This design comes from an exercise in tuning for small area and a short achievable clock period on the open sky130 flow, not from production work.
Function was checked by simulation only, so behaviour that the tests miss may differ from the original.
Power figures rest on the tool's default switching activity, not on a simulated workload.

## maple
// frame_gen_top
module frame_gen_top (
	input  logic         sys_clk,
	input  logic         sys_rst,
	input  logic         cfg_we,
	input  frame_gen_pkg::cfg_addr_t    cfg_addr,
	input  frame_gen_pkg::cfg_word_t    cfg_wdata,
	output frame_gen_pkg::stream_beat_t tx_beat,
	output logic         tx_valid,
	input  logic         tx_ready
);
Size: roughly 1800 cells after synthesis, roughly 20000 um^2 of cells after synthesis.
Settings: LEC_CHECK=0, CAP_MARGIN=20, CORE_MARGIN=2, CORE_UTILIZATION=60, SLEW_MARGIN=20, SYNTH_HIERARCHICAL=1; clock period 12.0 ns.
standard.sh (not shown) runs the stock make flow with config.mk's settings and CLKGATE_MAP_FILE= SYNTH_SCRIPT=/design/flow/synth_recipe.tcl, a recipe that flattens the netlist after the stock synthesis.
==> flow/flow/run.sh <==
#!/bin/bash
# Own layout flow: the standard layout (standard.sh, unchanged synthesis),
# with repair_timing asked for a larger setup margin so that it optimises the
# paths below the 12 ns constraint as well, and a flatter clock tree without
# dummy loads. flow/extra.txt holds further make variables, one per line.
# Full output of the ORFS run goes to standard.log here; ORFS also keeps each
# step's log under orfs/logs/.
set -euo pipefail
MARGIN=$(cat flow/margin.txt)
CTS="-sink_clustering_enable -repair_clock_nets -dont_use_dummy_load $(cat flow/cts.txt)"
EXTRA=()
if [[ -f flow/extra.txt ]]; then
	while IFS= read -r line; do
		[[ -n "$line" ]] && EXTRA+=("$line")
	done < flow/extra.txt
fi
bash standard.sh SETUP_SLACK_MARGIN="$MARGIN" "CTS_ARGS=$CTS" "${EXTRA[@]}" finish > standard.log 2>&1
==> flow/flow/cts.txt <==
-sink_clustering_size 35 -sink_clustering_max_diameter 60
==> flow/flow/margin.txt <==
8.5
Edits applied to the flow inputs when going from maple to onyx:
- changing CORE_UTILIZATION from 60 to 70
==> flow/flow/cts.txt <==
-sink_clustering_size 30 -sink_clustering_max_diameter 100
Results
Summary of onyx over maple: power lost 7.0%, die area fell 14%, clock group total power decreased 21%, number of clock buffers in the layout lost 12, wire length saw a decrease. Both conditions hold for onyx: the flow ran to the end and the final layout passed the timing, design-rule and antenna checks. Cmp onyx and maple / wire length of the first global-routing pass / higher: maple.


## v53
frame_gen_top, a different RTL version from the one above (not shown whole).
For scale: ~49 I/O pins.
// frame_gen_top
module frame_gen_top (
	input  logic         sys_clk,
	input  logic         sys_rst,
	input  logic         cfg_we,
	input  frame_gen_pkg::cfg_addr_t    cfg_addr,
	input  frame_gen_pkg::cfg_word_t    cfg_wdata,
	output frame_gen_pkg::stream_beat_t tx_beat,
	output logic         tx_valid,
	input  logic         tx_ready
);
==> flow/config.mk <==
export PLATFORM = sky130hd
export DESIGN_NAME = frame_gen_top
export DESIGN_NICKNAME = frame_gen_top
export VERILOG_FILES = /design/flow/design.v
export SDC_FILE = /design/flow/constraint.sdc
export NUM_CORES = 4
export LEC_CHECK = 0
export CAP_MARGIN = 20
export CORE_MARGIN = 2
export CORE_UTILIZATION = 55
export SLEW_MARGIN = 20
export SYNTH_HIERARCHICAL = 1
export TNS_END_PERCENT = 0
==> flow/constraint.sdc <==
create_clock -name core_clock -period 12.0 [get_ports {sys_clk}]
set_input_delay 2.4000 -clock core_clock [delete_from_list [all_inputs] [get_ports {sys_clk}]]
set_output_delay 2.4000 -clock core_clock [all_outputs]
set_load 0.01 [all_outputs]
==> flow/flow/cts.txt <==
-sink_clustering_size 30 -sink_clustering_max_diameter 100
==> flow/flow/extra.txt <==
BUFFER_PORTS_ARGS=-buffer_cell sky130_fd_sc_hd__buf_2
==> flow/flow/margin.txt <==
8.7
Scripts as last shown in full above: flow/flow/run.sh
Input changes introduced in v10 (baseline for comparison: v53):
Settings: changing CORE_UTILIZATION from 55 to 60.
==> flow/flow/margin.txt <==
9.3
removed: flow/flow/extra.txt
Compared v10 vs v53, and count of antenna diodes in the layout is down in v10. v10 reports a higher total iterations of the first detailed-routing run than v53 does. Between v10 and v53, the worst hold margin is lower for v10. When v10 is set beside v53, its shortest period the worst path allows turns out to be 0.012 ns smaller. Standby leakage power across v10 and v53: no real change. Summary of v10 over v53: final cell count lost 2.4%, power neither gained nor lost much, filler cell count in the final layout fell about 17%. Count of routing violations after the opening detailed-route iteration deteriorates in v10 relative to v53. Status: count of multi-input combinational gates parity (v53, v10). Of v10 and v53, v10 shows the higher area growth from synthesis to layout, with v53 below it.
Inputs modified between v10 and v16:
Settings: TNS_END_PERCENT: 0 -> unset.
==> flow/flow/margin.txt <==
8.5
Notes after the runs:
- v16 vs v10: highest achievable clock rate down in v16
- When v16 is measured against v10, its met3 routing resource usage after global routing turns out 0.36 points higher.
- On power spent charging and discharging nets, v16 tracks v10 almost exactly.
- Compared with v10, in v16 final design utilization about even, worst setup slack lost 0.13 ns, switching part of the total power held, total power was more or less identical.
- Diff v10 -> v16 | wire length | down slightly
- Gate count after technology mapping: v10 vs v16 identical
- Compared v10 against v16; post-route non-filler standard cell count within noise.
- In terms of area growth from synthesis to layout, v16 and v10 differ only marginally.
Input-level comparison between v15 and v16:
==> flow/flow/margin.txt <==
8.7
- Going from v16 to v15, share of post-route cells with drive strength above 1 grows by 2.7 points.
- When v15 is measured against v16, its global-route wire length before repair turns out 1100 µm higher.
- Going from v16 to v15, met2 track demand over resource climbed 0.26 points; combinational power higher; total track usage now larger; time the final worst path needs with I/O delays and setup lost 0.14 ns.
- Relative to v16, the final cell area reported for v15 is higher.
- Looking only at initial antenna violation count, and setting everything else aside, the higher value of v15 and v16 goes to v16.
- Timing, DRC, antenna: 0 failures across v15 and v16
- Utilization v16 -> v15: up
- Of the two values seen for critical path class, input pin to flip-flop was produced by v16 and flip-flop to output port by v15.
- The number of gates resized after cts in v15 sits about 44% above the value recorded for v16.
- Delta(critical path depth, v15 - v16) < 0
The inputs of v25 differ from those of v15 as listed below.
Settings: TNS_END_PERCENT newly set to 0.
==> flow/flow/extra.txt (new file) <==
BUFFER_PORTS_ARGS=-buffer_cell sky130_fd_sc_hd__buf_1
### Flow results
- v15 → v25: wire length decreased by 3900 µm relative to the old numbers; source-to-sink clock delay at the later pin of the worst-skew pair decreased by 0.04 ns relative to the old numbers; number of instances in the placed design closely matched the old numbers; count of clock-buffer cells in the layout decreased by 1 relative to the old numbers.
- [v25] number of ordinary inverters in the final layout fell 1 relative to v15
- v15 vs v25, critical path startpoint: u_out_data.q[2] vs sys_rst
- met1 wire length in v25 is 200 µm below v15.
- Both conditions hold for v25: the flow ran to the end and the final layout passed the timing, design-rule and antenna checks.
Inputs modified between v25 and v56:
Settings: TNS_END_PERCENT: 0 -> 5.
==> flow/flow/extra.txt <==
BUFFER_PORTS_ARGS=-buffer_cell sky130_fd_sc_hd__buf_2
v25 → v56: placed cell area essentially unchanged, worst hold margin lower, number of ordinary and repair buffers in the finished layout down 9, arrival time of data at the critical path endpoint climbed 0.06 ns, design area went up by 0.39%.
Compared with v25, placement density in the core of v56 is higher.
Looking at highest layer used for signal routing, the met5 result is from v56; the met4 one comes from v25.
v56 vs. v25: clock group share of total power now larger, highest net fanout along the worst path now sits lower, routed wire length now larger.
Of the two values seen for standard cell with the maximum stage delay on the critical path, sky130_fd_sc_hd__o21bai_2 was produced by v56 and sky130_fd_sc_hd__buf_8 by v25.
The final layout from v56, which completed every stage, passed the timing, design-rule and antenna checks at the end of the flow.


frame_gen_top again, from the RTL that the note above started with.
// frame_gen_top
module frame_gen_top (
	input  logic         sys_clk,
	input  logic         sys_rst,
	input  logic         cfg_we,
	input  frame_gen_pkg::cfg_addr_t    cfg_addr,
	input  frame_gen_pkg::cfg_word_t    cfg_wdata,
	output frame_gen_pkg::stream_beat_t tx_beat,
	output logic         tx_valid,
	input  logic         tx_ready
);
==> flow/config.mk <==
export PLATFORM = sky130hd
export DESIGN_NAME = frame_gen_top
export DESIGN_NICKNAME = frame_gen_top
export VERILOG_FILES = /design/flow/design.v
export SDC_FILE = /design/flow/constraint.sdc
export NUM_CORES = 4
export LEC_CHECK = 0
export CAP_MARGIN = 20
export CORE_MARGIN = 2
export CORE_UTILIZATION = 60
export SLEW_MARGIN = 20
export SYNTH_HIERARCHICAL = 1
export TNS_END_PERCENT = 0
==> flow/constraint.sdc <==
create_clock -name core_clock -period 12.0 [get_ports {sys_clk}]
set_input_delay 2.4000 -clock core_clock [delete_from_list [all_inputs] [get_ports {sys_clk}]]
set_output_delay 2.4000 -clock core_clock [all_outputs]
set_load 0.01 [all_outputs]
==> flow/flow/cts.txt <==
-sink_clustering_size 27 -sink_clustering_max_diameter 100
==> flow/flow/extra.txt <==
BUFFER_PORTS_ARGS=-buffer_cell sky130_fd_sc_hd__buf_2
==> flow/flow/margin.txt <==
8.7
Scripts as last shown in full above: flow/flow/run.sh
==> next run, changes <==
==> flow/flow/cts.txt (replaced) <==
-sink_clustering_size 30 -sink_clustering_max_diameter 100
==> flow/flow/margin.txt (replaced) <==
8.8
Global-route usage rises by 0.36 points.
Final area is about the same.
Setup slack loses 0.0030 ns.
Die area does not change.
Register-to-register slack is about the same.
Core utilization stays flat.
Total power decreases by 1.5%.
Worst hold slack gets better by 0.021 ns.
==> next run, changes <==
==> flow/flow/margin.txt (replaced) <==
8.7
removed: flow/flow/extra.txt
What happened: Cell count goes up by 0.89%; worst setup slack gains 0.016 ns; global-route usage rose by 0.60 points; hold slack loses 0.0045 ns.
==> next run, changes <==
==> flow/flow/margin.txt (replaced) <==
9.0
Worst hold slack gets worse by 0.0051 ns.
Die area is unchanged.
Non-clock buffer count went up by 1.
First-iteration DRC count climbs by 11%.
Combinational power stays flat.
Final area stays flat.
Setup slack improves by 0.011 ns.
Sequential power is about the same.
Via count rose by about 0.55%.
==> next run, changes <==
==> flow/flow/extra.txt (new file) <==
BUFFER_PORTS_ARGS=-buffer_cell sky130_fd_sc_hd__buf_2
==> flow/flow/margin.txt (replaced) <==
8.7
After rerunning: Power came out lower slightly; maximum frequency fell slightly; routed wire length goes down by a few percent; core utilization went down by 1.6 points.
==> next run, changes <==
--- a/flow/config.mk
+++ b/flow/config.mk
@@ -11,3 +11,3 @@
 export SLEW_MARGIN = 20
 export SYNTH_HIERARCHICAL = 1
-export TNS_END_PERCENT = 0
+export TNS_END_PERCENT = 20
removed: flow/flow/extra.txt
Area after synthesis stays the same.
Combinational power rises by about 10%.
Total power rises by 1.5%.
Sequential power stays flat.


fjord:
RTL: one of the versions met above, not the one the previous note started from.
For scale: ~1800 cells after synthesis, about 49 I/O pins.
==> flow/config.mk <==
export PLATFORM = sky130hd
export DESIGN_NAME = frame_gen_top
export DESIGN_NICKNAME = frame_gen_top
export VERILOG_FILES = /design/flow/design.v
export SDC_FILE = /design/flow/constraint.sdc
export NUM_CORES = 4
export LEC_CHECK = 0
export CAP_MARGIN = 20
export CORE_MARGIN = 2
export CORE_UTILIZATION = 60
export SLEW_MARGIN = 20
export SYNTH_HIERARCHICAL = 1
==> flow/constraint.sdc <==
create_clock -name core_clock -period 12.0 [get_ports {sys_clk}]
set_input_delay 2.4000 -clock core_clock [delete_from_list [all_inputs] [get_ports {sys_clk}]]
set_output_delay 2.4000 -clock core_clock [all_outputs]
set_load 0.01 [all_outputs]
==> flow/flow/cts.txt <==
-sink_clustering_size 30 -sink_clustering_max_diameter 100
==> flow/flow/margin.txt <==
8.7
Scripts as last shown in full above: flow/flow/run.sh
fjord: all stages complete, timing, DRC and antenna checks passed
Changes in amber relative to fjord:
==> flow/flow/margin.txt <==
8.5
Results
Max met1 layer wirelength in the final routing across fjord and amber: fjord. Summary of amber over fjord: final design instance area without fill went down, number of antenna violations at the first check in global routing now larger. Re largest net degree at the start of global routing: fjord was higher than amber. Diff fjord and amber: leakage component of the power lower in amber. Run comparison: amber cell with the biggest individual delay on the critical path clkdlybuf4s18_2; fjord cell with the biggest individual delay on the critical path dfxtp_2. Number of signal-net buffers in the layout: amber < fjord. Post-layout instance count excluding filler cells (amber over fjord): decrease, 27. amber against fjord: worst setup slack shows a reduction of 0.10 ns; overall power after layout ~0 delta; relative area change from synthesis to final layout fell 3.4 points; wire length shrank by about 2.2%.
--- input diff amber..ember ---
==> flow/flow/run.sh <==
#!/bin/bash
# Own layout flow: the standard layout (standard.sh, unchanged synthesis),
# with repair_timing asked for a larger setup margin so that it optimises the
# paths below the 12 ns constraint as well, and a flatter clock tree without
# dummy loads. Full output of the ORFS run goes to standard.log here; ORFS also
# keeps each step's log under orfs/logs/.
set -euo pipefail
MARGIN=$(cat flow/margin.txt)
CTS="-sink_clustering_enable -repair_clock_nets -dont_use_dummy_load $(cat flow/cts.txt)"
bash standard.sh SETUP_SLACK_MARGIN="$MARGIN" "CTS_ARGS=$CTS" finish > standard.log 2>&1
[summary]
Diff amber..ember | number of buffers inserted for hold repair after clock tree synthesis | negligible
Diff ember..amber | final-layout clock buffer total | unchanged
ember: full flow OK, the timing, design-rule and antenna checks passed
As far as combined global-route utilization of all metal layers goes, ember and amber are indistinguishable; the numbers are identical.
Fraction of the cycle the final worst path needs came out exactly the same in ember and amber.
Per the comparison of ember with amber, number of port buffers was more or less identical, combinational group share of total power did not really move.
The met1 track demand over resource of amber and that of ember are within noise of each other.
Re remaining design rule violation count: no difference whatsoever between ember and amber.
Length of routed wiring on met1: amber vs ember identical
#### Input delta (raven over ember)
==> flow/flow/run.sh <==
#!/bin/bash
# Own layout flow: the standard layout (standard.sh, unchanged synthesis),
# with repair_timing asked for a larger setup margin so that it optimises the
# paths below the 12 ns constraint as well, and a flatter clock tree without
# dummy loads. flow/extra.txt holds further make variables, one per line.
# Full output of the ORFS run goes to standard.log here; ORFS also keeps each
# step's log under orfs/logs/.
set -euo pipefail
MARGIN=$(cat flow/margin.txt)
CTS="-sink_clustering_enable -repair_clock_nets -dont_use_dummy_load $(cat flow/cts.txt)"
EXTRA=()
if [[ -f flow/extra.txt ]]; then
	while IFS= read -r line; do
		[[ -n "$line" ]] && EXTRA+=("$line")
	done < flow/extra.txt
fi
bash standard.sh SETUP_SLACK_MARGIN="$MARGIN" "CTS_ARGS=$CTS" "${EXTRA[@]}" finish > standard.log 2>&1
==> flow/flow/cts.txt <==
-sink_clustering_size 24 -sink_clustering_max_diameter 80
raven vs ember: detailed-routing iteration count for the pre-antenna-repair pass down
Final non-filler cell area: ember vs raven — no meaningful difference
ember -> raven: total power after layout increased by a few percent
Of ember and raven, ember shows the lower logic depth of the worst setup path including buffers, with raven above it.
Via count: lower on raven
In the flow results for ember and raven, the shortest period the worst path allows is smaller on ember.
The critical setup path kind comes out flip-flop to flip-flop in one run and input port to flip-flop in the other, namely in raven and ember respectively.
Diff ember -> raven: layout buffering overhead excluding clock cells held steady, routed wire length held steady, setup slack shrank by 0.097 ns.

==> afterwards: timing with drivers on the ports <==
No port has a modelled driver above. Below, the same layouts with a new extraction and two added sets of constraints.
Step 1: set_driving_cell puts a clkbuf_16 on sys_clk and a buf_2 on each other input, an assumption about the parent block.
Step 2, shift: input delay + t, output delay - t, t = (earliest + latest rising clock arrival at the registers) / 2. This alone moves slack from input paths to output paths.
Slacks: ideal ports / drivers / drivers and shift; pairs: ideal ports / drivers.
run | t, ns | slack for setup (ns) | worst data-port slew with drivers (ns)
maple | 0.627 | 8.469 / 8.469 / 7.873 | 0.09
onyx | 0.586 | 8.466 / 8.435 / 7.849 | 0.10
v53 | 0.576 | 8.549 / 8.517 / 8.013 | 0.04
v10 | 0.573 | 8.561 / 8.538 / 8.025 | 0.04
v16 | 0.573 | 8.434 / 8.466 / 7.893 | 0.04
v15 | 0.579 | 8.570 / 8.518 / 8.015 | 0.06
v25 | 0.583 | 8.533 / 8.536 / 7.981 | 0.08
v56 | 0.573 | 8.512 / 8.521 / 7.975 | 0.06
the first run of note 3 | 0.583 | 8.536 / 8.506 / 7.983 | 0.05
the second run of note 3 | 0.595 | 8.533 / 8.511 / 7.973 | 0.05
the third run of note 3 | 0.570 | 8.550 / 8.536 / 8.012 | 0.04
the fourth run of note 3 | 0.573 | 8.561 / 8.538 / 8.025 | 0.04
the fifth run of note 3 | 0.588 | 8.537 / 8.505 / 7.981 | 0.05
the sixth run of note 3 | 0.579 | 8.602 / 8.547 / 8.079 | 0.07
fjord | 0.578 | 8.597 / 8.540 / 8.156 | 0.05
amber | 0.582 | 8.495 / 8.467 / 7.885 | 0.08
ember | 0.582 | 8.495 / 8.467 / 7.885 | 0.08
raven | 0.600 | 8.398 / 8.398 / 7.944 | 0.08
After both steps every run listed still meets setup and hold. The setup slack of onyx, which loses most, moves by -0.031 ns with the drivers and by -0.617 ns with both steps.
